What follows belongs to an exercise in optimizing a design on an open flow for small area; a production flow would make more cautious choices.
In this exercise RTL edits were held to simulation tests only and were not proved equivalent to the original.
Power figures rest on the tool's default switching activity, not on a simulated workload.

==> flow/design.v <==
package dcache_pkg;
    localparam int NUM_LINES  = 16;
    localparam int LINE_BITS  = 128;
    localparam int LINE_BYTES = LINE_BITS / 8;
    localparam int ADDR_W     = 12;
    localparam int TAG_W      = 4;
    localparam int INDEX_W    = 4;
    localparam int OFFSET_W   = 4;
    localparam logic [1:0] SIZE_BYTE = 2'b00;
    localparam logic [1:0] SIZE_HALF = 2'b01;
    localparam logic [1:0] SIZE_WORD = 2'b10;
endpackage
module dcache_aoi222 (
    input  logic a1, a2, b1, b2, c1, c2,
    output logic y
);
    assign y = ~((a1 & a2) | (b1 & b2) | (c1 & c2));
endmodule
module dcache_nand2 (
    input  logic a, b,
    output logic y
);
    assign y = ~(a & b);
endmodule
module dcache_nand4 (
    input  logic a, b, c, d,
    output logic y
);
    assign y = ~(a & b & c & d);
endmodule
module dcache_nand3b (
    input  logic a_n, b, c,
    output logic y
);
    assign y = ~(~a_n & b & c);
endmodule
module dcache_line_array (
    input  logic [15:0] i_sel,
    input  logic [15:0] i_d,
    output logic         o
);
    logic [4:0] w_grp_n;    
    logic       w_last_n;   
    logic       w_lo;       
    for (genvar g = 0; g < 5; g++) begin : g_aoi
        dcache_aoi222 u_aoi (
            .a1 (i_sel[3*g]),   .a2 (i_d[3*g]),
            .b1 (i_sel[3*g+1]), .b2 (i_d[3*g+1]),
            .c1 (i_sel[3*g+2]), .c2 (i_d[3*g+2]),
            .y  (w_grp_n[g])
        );
    end
    dcache_nand2  u_last (.a(i_sel[15]), .b(i_d[15]), .y(w_last_n));
    dcache_nand4  u_lo   (.a(w_grp_n[0]), .b(w_grp_n[1]), .c(w_grp_n[2]), .d(w_grp_n[3]), .y(w_lo));
    dcache_nand3b u_out  (.a_n(w_lo), .b(w_grp_n[4]), .c(w_last_n), .y(o));
endmodule
import dcache_pkg::*;
module dcache_controller
(
    input  logic                 clk,
    input  logic                 reset,
    input  logic                 dcache_read_req,
    input  logic                 dcache_write_req,
    input  logic [ADDR_W-1:0]    dcache_addr,
    input  logic [31:0]          dcache_write_data,
    input  logic [1:0]           mem_size,
    input  logic                 mem_unsigned,
    output logic [31:0]          dcache_read_data,
    output logic                 dcache_hit,
    output logic                 dcache_stall,
    output logic                 mem_req,
    output logic                 mem_we,
    output logic [ADDR_W-1:0]    mem_addr,
    output logic [LINE_BITS-1:0] mem_wdata,
    input  logic [LINE_BITS-1:0] mem_rdata,
    input  logic                 mem_ready
);
    localparam int RD_BITS = LINE_BITS + TAG_W + 2;    
    logic                     r_req;
    logic                     r_we;
    logic [ADDR_W-1:OFFSET_W] r_mem_line;
    logic [NUM_LINES-1:0]     r_valid;
    logic [NUM_LINES-1:0]     r_dirty;
    logic [TAG_W-1:0]         r_tag  [NUM_LINES];
    logic [LINE_BITS-1:0]     r_data [NUM_LINES];
    logic                  w_idle;
    logic                  w_req;
    logic                  w_hit;
    logic                  w_miss;
    logic [INDEX_W-1:0]    w_index;
    logic [NUM_LINES-1:0]  w_sel;
    logic [RD_BITS-1:0]    w_rd;
    logic                  w_line_valid;
    logic                  w_line_dirty;
    logic [TAG_W-1:0]      w_line_tag;
    logic [LINE_BITS-1:0]  w_line_data;
    logic                  w_be_we;
    logic [LINE_BYTES-1:0] w_be_mask;
    logic [31:0]           w_be_word;
    logic                  w_fill_we;
    logic                  w_clr_dirty;
    logic [LINE_BYTES-1:0] w_grp;
    logic [LINE_BITS-1:0]  w_wdata;
    logic [31:0]           w_word;
    logic [15:0]           w_half;
    logic [7:0]            w_byte;
    logic                  w_load_ok;
    logic [3:0]            w_wsel;
    assign w_idle  = ~r_req;
    assign w_req   = dcache_read_req | dcache_write_req;
    assign w_index = r_req ? r_mem_line[7:4] : dcache_addr[7:4];
    always_comb begin
        for (int i = 0; i < NUM_LINES; i++) w_sel[i] = (w_index == INDEX_W'(i));
    end
    for (genvar b = 0; b < RD_BITS; b++) begin : g_rd
        logic [NUM_LINES-1:0] w_col;
        for (genvar i = 0; i < NUM_LINES; i++) begin : g_col
            if (b < LINE_BITS)             assign w_col[i] = r_data[i][b];
            else if (b < LINE_BITS + TAG_W) assign w_col[i] = r_tag[i][b-LINE_BITS];
            else if (b == LINE_BITS + TAG_W) assign w_col[i] = r_valid[i];
            else                            assign w_col[i] = r_dirty[i];
        end
        dcache_line_array u_rd (.i_sel(w_sel), .i_d(w_col), .o(w_rd[b]));
    end
    assign w_line_data  = w_rd[LINE_BITS-1:0];
    assign w_line_tag   = w_rd[LINE_BITS +: TAG_W];
    assign w_line_valid = w_rd[LINE_BITS + TAG_W];
    assign w_line_dirty = w_rd[LINE_BITS + TAG_W + 1];
    assign w_hit   = w_line_valid & (w_line_tag == dcache_addr[11:8]);
    assign w_miss  = w_idle & w_req & ~w_hit;
    assign w_be_we     = ~reset & w_idle & dcache_write_req & w_hit;
    assign w_fill_we   = ~reset & r_req & ~r_we & mem_ready;
    assign w_clr_dirty = ~reset & r_we & mem_ready;
    always_comb begin
        case (mem_size)
            SIZE_BYTE: w_be_mask = 16'h0001 << dcache_addr[3:0];
            SIZE_HALF: w_be_mask = 16'h0003 << {dcache_addr[3:1], 1'b0};
            default:   w_be_mask = 16'h000F << {dcache_addr[3:2], 2'b00};
        endcase
    end
    assign w_wdata = r_req ? mem_rdata : {4{w_be_word}};
    assign w_grp   = {LINE_BYTES{w_fill_we}} | ({LINE_BYTES{w_be_we}} & w_be_mask);
    always_ff @(posedge clk) begin
        for (int i = 0; i < NUM_LINES; i++) begin
            if (reset) begin
                r_valid[i] <= 1'b0;
                r_dirty[i] <= 1'b0;
            end else if (w_sel[i]) begin
                if (w_fill_we) begin
                    r_valid[i] <= 1'b1;
                    r_dirty[i] <= 1'b0;
                end else if (w_be_we) begin
                    r_dirty[i] <= 1'b1;
                end else if (w_clr_dirty) begin
                    r_dirty[i] <= 1'b0;
                end
            end
        end
    end
    always_ff @(posedge clk) begin
        for (int i = 0; i < NUM_LINES; i++) begin
            if (w_sel[i] && w_fill_we) r_tag[i] <= r_mem_line[11:8];
            for (int b = 0; b < LINE_BYTES; b++) begin
                if (w_sel[i] && w_grp[b]) r_data[i][b*8 +: 8] <= w_wdata[b*8 +: 8];
            end
        end
    end
    assign w_load_ok = ~reset & w_idle & dcache_read_req & ~dcache_write_req & w_hit;
    always_comb begin
        for (int k = 0; k < 4; k++) w_wsel[k] = w_load_ok & (dcache_addr[3:2] == 2'(k));
        w_word = '0;
        for (int k = 0; k < 4; k++) w_word = w_word | ({32{w_wsel[k]}} & w_line_data[32*k +: 32]);
    end
    assign w_half = dcache_addr[1] ? w_word[31:16] : w_word[15:0];
    assign w_byte = dcache_addr[0] ? w_half[15:8]  : w_half[7:0];
    always_comb begin
        w_be_word = dcache_write_data;
        case (mem_size)
            SIZE_BYTE: w_be_word = {4{dcache_write_data[7:0]}};
            SIZE_HALF: w_be_word = {2{dcache_write_data[15:0]}};
            default: ;
        endcase
    end
    always_comb begin
        case (mem_size)
            SIZE_BYTE: dcache_read_data = {{24{w_byte[7] & ~mem_unsigned}}, w_byte};
            SIZE_HALF: dcache_read_data = {{16{w_half[15] & ~mem_unsigned}}, w_half};
            default:   dcache_read_data = w_word;
        endcase
    end
    assign dcache_hit       = ~reset & w_req & w_hit;
    assign dcache_stall     = ~reset & (r_req | (w_req & ~w_hit));
    always_ff @(posedge clk) begin
        if (reset) begin
            r_req <= 1'b0;
            r_we  <= 1'b0;
        end else if (w_idle) begin
            r_req <= w_miss;
            r_we  <= w_miss & w_line_valid & w_line_dirty;
        end else if (mem_ready) begin
            r_req <= r_we;
            r_we  <= 1'b0;
        end
    end
    always_ff @(posedge clk) begin
        if (w_idle) r_mem_line[7:4] <= dcache_addr[7:4];
        if (w_idle || (r_we && mem_ready))
            r_mem_line[11:8] <= (w_idle & w_line_valid & w_line_dirty) ? w_line_tag : dcache_addr[11:8];
    end
    assign mem_req   = r_req;
    assign mem_we    = r_we;
    assign mem_addr  = {r_mem_line, 4'b0};
    assign mem_wdata = w_line_data;
endmodule
export LEC_CHECK = 0
export CAP_MARGIN = 20
export CORE_MARGIN = 2
export CORE_UTILIZATION = 55
export PLACE_DENSITY = 0.7
export SLEW_MARGIN = 20
export SYNTH_HIERARCHICAL = 1
create_clock -name core_clock -period 9.0 [get_ports {clk}]
standard.sh (not shown) runs the stock make flow with config.mk's settings and CLKGATE_MAP_FILE= SYNTH_SCRIPT=/design/flow/synth_recipe.tcl, a recipe that flattens the netlist after the stock synthesis.
==> flow/flow/run.sh <==
#!/bin/bash
# Standard ORFS layout (the standard.sh, standard synthesis unchanged), with two changes:
#  - the port buffers are buf_1 instead of the delay cell buffer_ports picks by itself;
#  - CTS uses clkbuf_8 leaf buffers with sink clusters of at most 16 and no dummy loads.
# Each ORFS step's full output stays in orfs/logs/...; make's output goes to synth_make.log and
# layout_make.log, and this script's own output to flow_run.log.
set -euo pipefail
exec > >(tee -a flow_run.log) 2>&1
export BUFFER_PORTS_ARGS="-buffer_cell sky130_fd_sc_hd__buf_1"
export CTS_ARGS="-sink_clustering_enable -repair_clock_nets -sink_clustering_size 16 -sink_clustering_max_diameter 80 -buf_list sky130_fd_sc_hd__clkbuf_8 -dont_use_dummy_load"
bash standard.sh synth > synth_make.log 2>&1
bash standard.sh finish > layout_make.log 2>&1
ls -l out/
Next try:
==> flow/flow/run.sh (replaced) <==
#!/bin/bash
# Standard ORFS layout (the standard.sh), with two changes:
#  - the port buffers are buf_2 instead of the delay cell buffer_ports picks by itself;
#  - CTS uses clkbuf_16 with larger sink clusters and no dummy loads.
# Each step's full output stays in orfs/logs/...; this script's own output goes to flow_run.log.
set -euo pipefail
exec > >(tee -a flow_run.log) 2>&1
export BUFFER_PORTS_ARGS="-buffer_cell sky130_fd_sc_hd__buf_1"
export CTS_ARGS="-sink_clustering_enable -repair_clock_nets -sink_clustering_size 26 -sink_clustering_max_diameter 100 -buf_list sky130_fd_sc_hd__clkbuf_16 -dont_use_dummy_load"
bash standard.sh synth > synth_make.log 2>&1
bash standard.sh finish > layout_make.log 2>&1
ls -l out/
Settings changed: CAP_MARGIN 20 to 5, SLEW_MARGIN 20 to 5.
First-iteration DRC count increases by a few percent; sequential share of layout area decreases by 0.11 points; via count hardly moves; design area barely changes; routed wire length decreases slightly; die area is unchanged; worst setup slack loses 0.072 ns; combinational power is about the same.
Next try:
==> flow/run.sh (new file) <==
#!/bin/bash
# synth_recipe.tcl (not shown) runs the flow's synth.tcl, then flattens the netlist and writes it again
# the make line also repeats each setting of config.mk as NAME=value (left out here)
make -C /OpenROAD-flow-scripts/flow DESIGN_CONFIG=/design/flow/config.mk WORK_HOME=/design/flow/orfs CLKGATE_MAP_FILE= SYNTH_SCRIPT=/design/flow/synth_recipe.tcl finish
Settings changed: CAP_MARGIN 5 to 20, CTS_BUF_LIST set to sky130_fd_sc_hd__clkbuf_16, CTS_CLUSTER_DIAMETER set to 60, CTS_CLUSTER_SIZE set to 30, SLEW_MARGIN 5 to 20.
removed: flow/flow/run.sh
removed: flow/standard.sh
Result: The new run completed without violations. Via count increases slightly. Sequential power barely changes. Setup slack got worse by 0.32 ns. Clock power rose by well over a third. Routed wire length rose by a few percent. Hold slack gains 0.0032 ns. Utilization rose by 3.5 points.
Next try:
==> flow/flow/run.sh (new file) <==
#!/bin/bash
# Standard ORFS layout (the standard.sh), with two changes:
#  - the port buffers are buf_2 instead of the delay cell buffer_ports picks by itself;
#  - CTS uses clkbuf_16 with larger sink clusters and no dummy loads.
# Each step's full output stays in orfs/logs/...; this script's own output goes to flow_run.log.
set -euo pipefail
exec > >(tee -a flow_run.log) 2>&1
export BUFFER_PORTS_ARGS="-buffer_cell sky130_fd_sc_hd__buf_2"
export CTS_ARGS="-sink_clustering_enable -repair_clock_nets -sink_clustering_size 30 -sink_clustering_max_diameter 60 -buf_list sky130_fd_sc_hd__clkbuf_16 -dont_use_dummy_load"
bash standard.sh synth > synth_make.log 2>&1
bash standard.sh finish > layout_make.log 2>&1
ls -l out/
==> flow/standard.sh (new file) <==
#!/bin/bash
# synth_recipe.tcl (not shown) runs the flow's synth.tcl, then flattens the netlist and writes it again
# the make line also repeats each setting of config.mk as NAME=value (left out here)
make -C /OpenROAD-flow-scripts/flow DESIGN_CONFIG=/design/flow/config.mk WORK_HOME=/design/flow/orfs CLKGATE_MAP_FILE= SYNTH_SCRIPT=/design/flow/synth_recipe.tcl "${@:-finish}"
removed: flow/run.sh
What happened: Cell area is lower by about 4%. Critical path depth decreases by 2. Die area stays the same. Register-to-register slack is worse by 0.30 ns. Maximum frequency is higher by about 8%. Routed wire length shrinks by about 1.7%. Power is lower by about 8%.
Next try:
==> flow/flow/run.sh (replaced) <==
#!/bin/bash
# Standard ORFS layout (the standard.sh, standard synthesis unchanged), with two changes:
#  - the port buffers are buf_1 instead of the delay cell buffer_ports picks by itself;
#  - CTS uses clkbuf_8 leaf buffers with sink clusters of at most 18 and no dummy loads.
# Each ORFS step's full output stays in orfs/logs/...; make's output goes to synth_make.log and
# layout_make.log, and this script's own output to flow_run.log.
set -euo pipefail
exec > >(tee -a flow_run.log) 2>&1
export BUFFER_PORTS_ARGS="-buffer_cell sky130_fd_sc_hd__buf_1"
export CTS_ARGS="-sink_clustering_enable -repair_clock_nets -sink_clustering_size 18 -sink_clustering_max_diameter 80 -buf_list sky130_fd_sc_hd__clkbuf_8 -dont_use_dummy_load"
bash standard.sh synth > synth_make.log 2>&1
bash standard.sh finish > layout_make.log 2>&1
ls -l out/
Settings changed: CTS_BUF_LIST sky130_fd_sc_hd__clkbuf_16 to unset, CTS_CLUSTER_DIAMETER 60 to unset, CTS_CLUSTER_SIZE 30 to unset.
Outcome: Wire length barely changes; via count barely changes; critical path depth rises by 2; combinational power falls by about 4%; clock-buffer cell count rises by 19; cell area falls by 1.8%; power falls by 5.9%; non-clock buffer count falls by 6.
Next try:
==> flow/flow/run.sh (replaced) <==
#!/bin/bash
# Standard ORFS layout (the standard.sh), with two changes:
#  - the port buffers are buf_2 instead of the delay cell buffer_ports picks by itself;
#  - CTS uses clkbuf_16 with larger sink clusters and no dummy loads.
# Each step's full output stays in orfs/logs/...; this script's own output goes to flow_run.log.
set -euo pipefail
exec > >(tee -a flow_run.log) 2>&1
export BUFFER_PORTS_ARGS="-buffer_cell sky130_fd_sc_hd__buf_1"
export CTS_ARGS="-sink_clustering_enable -repair_clock_nets -sink_clustering_size 20 -sink_clustering_max_diameter 80 -buf_list sky130_fd_sc_hd__clkbuf_8 -dont_use_dummy_load"
bash standard.sh synth > synth_make.log 2>&1
bash standard.sh finish > layout_make.log 2>&1
ls -l out/
Settings changed: CTS_BUF_LIST set to sky130_fd_sc_hd__clkbuf_16, CTS_CLUSTER_DIAMETER set to 60, CTS_CLUSTER_SIZE set to 30.
After rerunning: Global-route usage went down by 0.18 points; core utilization went down by 0.19 points; wire length hardly moves; hold slack improves by 0.0043 ns; final area went down by 0.31%; final cell count went down by 0.33%; combinational power stays flat.

* * *

## job 101
RTL: the design.v shown in full above, as it stands there.
Settings: LEC_CHECK=0, CAP_MARGIN=20, CORE_MARGIN=2, CORE_UTILIZATION=55, CTS_BUF_LIST=sky130_fd_sc_hd__clkbuf_16, CTS_CLUSTER_DIAMETER=60, CTS_CLUSTER_SIZE=30, PLACE_DENSITY=0.7, SLEW_MARGIN=20, SYNTH_HIERARCHICAL=1; clock period 9.0 ns.
==> flow/flow/run.sh <==
#!/bin/bash
# Standard ORFS layout (the standard.sh), with two changes:
#  - the port buffers are buf_2 instead of the delay cell buffer_ports picks by itself;
#  - CTS uses clkbuf_16 with larger sink clusters and no dummy loads.
# Each step's full output stays in orfs/logs/...; this script's own output goes to flow_run.log.
set -euo pipefail
exec > >(tee -a flow_run.log) 2>&1
export BUFFER_PORTS_ARGS="-buffer_cell sky130_fd_sc_hd__buf_1"
export CTS_ARGS="-sink_clustering_enable -repair_clock_nets -sink_clustering_size 16 -sink_clustering_max_diameter 80 -buf_list sky130_fd_sc_hd__clkbuf_8 -dont_use_dummy_load"
bash standard.sh synth > synth_make.log 2>&1
bash standard.sh finish > layout_make.log 2>&1
ls -l out/
Job 101 finished all stages; the layout is clean.
Input-level comparison between job 102 and job 101:
- CTS_CLUSTER_SIZE removed (was 30)
- PLACE_DENSITY changed from 0.7 to 0.8
- CORE_UTILIZATION changed from 55 to 65
- CTS_CLUSTER_DIAMETER removed (was 60)
- CTS_BUF_LIST removed (was sky130_fd_sc_hd__clkbuf_16)
diff --git a/flow/flow/run.sh b/flow/flow/run.sh
--- a/flow/flow/run.sh
+++ b/flow/flow/run.sh
@@ -2,4 +2,5 @@
-# Standard ORFS layout (the standard.sh), with two changes:
-#  - the port buffers are buf_2 instead of the delay cell buffer_ports picks by itself;
-#  - CTS uses clkbuf_16 with larger sink clusters and no dummy loads.
-# Each step's full output stays in orfs/logs/...; this script's own output goes to flow_run.log.
+# Standard ORFS layout (the standard.sh, standard synthesis unchanged), with two changes:
+#  - the port buffers are buf_1 instead of the delay cell buffer_ports picks by itself;
+#  - CTS uses clkbuf_8 leaf buffers with sink clusters of at most 16 and no dummy loads.
+# Each ORFS step's full output stays in orfs/logs/...; make's output goes to synth_make.log and
+# layout_make.log, and this script's own output to flow_run.log.
[summary]
Status | job 102 and job 101 | clean
Compared with job 101, in job 102 non-clock buffer contribution to total cell area barely changed; headroom to the max-slew limit climbed 8.8 points; first-pass GRT wire length dropped about 2%.
The fmax on job 102 is in line with that on job 101.
Against job 101, global placement routability congestion in job 102 rose slightly.
[compare] base=job 101 new=job 102: relative area change from synthesis to final layout went down; count of buffers not belonging to the clock network in the layout went up; overall track demand over capacity in global routing went up.

[afterwards: timing with drivers on the ports]
How much do the figures lean on ideal ports? The routed layouts below were timed once more, with nothing changed but the port constraints. Step 1 sets driving cells, clkbuf_16 on the clock port and buf_2 on the other inputs (assumed; they add their load-dependent delay and slew). Step 2 moves the port delays by t, midway between the first and last clock arrival at a register: inputs arrive t later, outputs are due t later. That takes back most of the time a late clock gives input paths. Three values: ideal ports, drivers, drivers and shift; two values: the first two.
| run | t (ns) | setup WS [ns] | worst register clock-pin slew, ns |
|---|---|---|---|
| the first run of note 1 | 0.971 | 0.684 / 0.609 / 0.634 | 0.11 / 0.11 |
| the second run of note 1 | 0.824 | 0.612 / 0.498 / 0.498 | 0.10 / 0.10 |
| the third run of note 1 | 0.869 | 0.290 / 0.250 / 0.250 | 0.10 / 0.10 |
| the fourth run of note 1 | 0.817 | 0.923 / 0.856 / 0.856 | 0.11 / 0.11 |
| the fifth run of note 1 | 0.979 | 0.672 / 0.598 / 0.648 | 0.12 / 0.12 |
| the sixth run of note 1 | 0.932 | 0.766 / 0.647 / 0.647 | 0.12 / 0.12 |
| job 101 | 0.971 | 0.684 / 0.609 / 0.634 | 0.11 / 0.11 |
| job 102 | 0.947 | 0.666 / 0.604 / 0.604 | 0.11 / 0.11 |
After both steps every run listed still meets setup and hold. For the sixth run of note 1, which loses most, drivers alone change the setup slack by -0.119 ns; drivers and shift together by -0.119 ns.
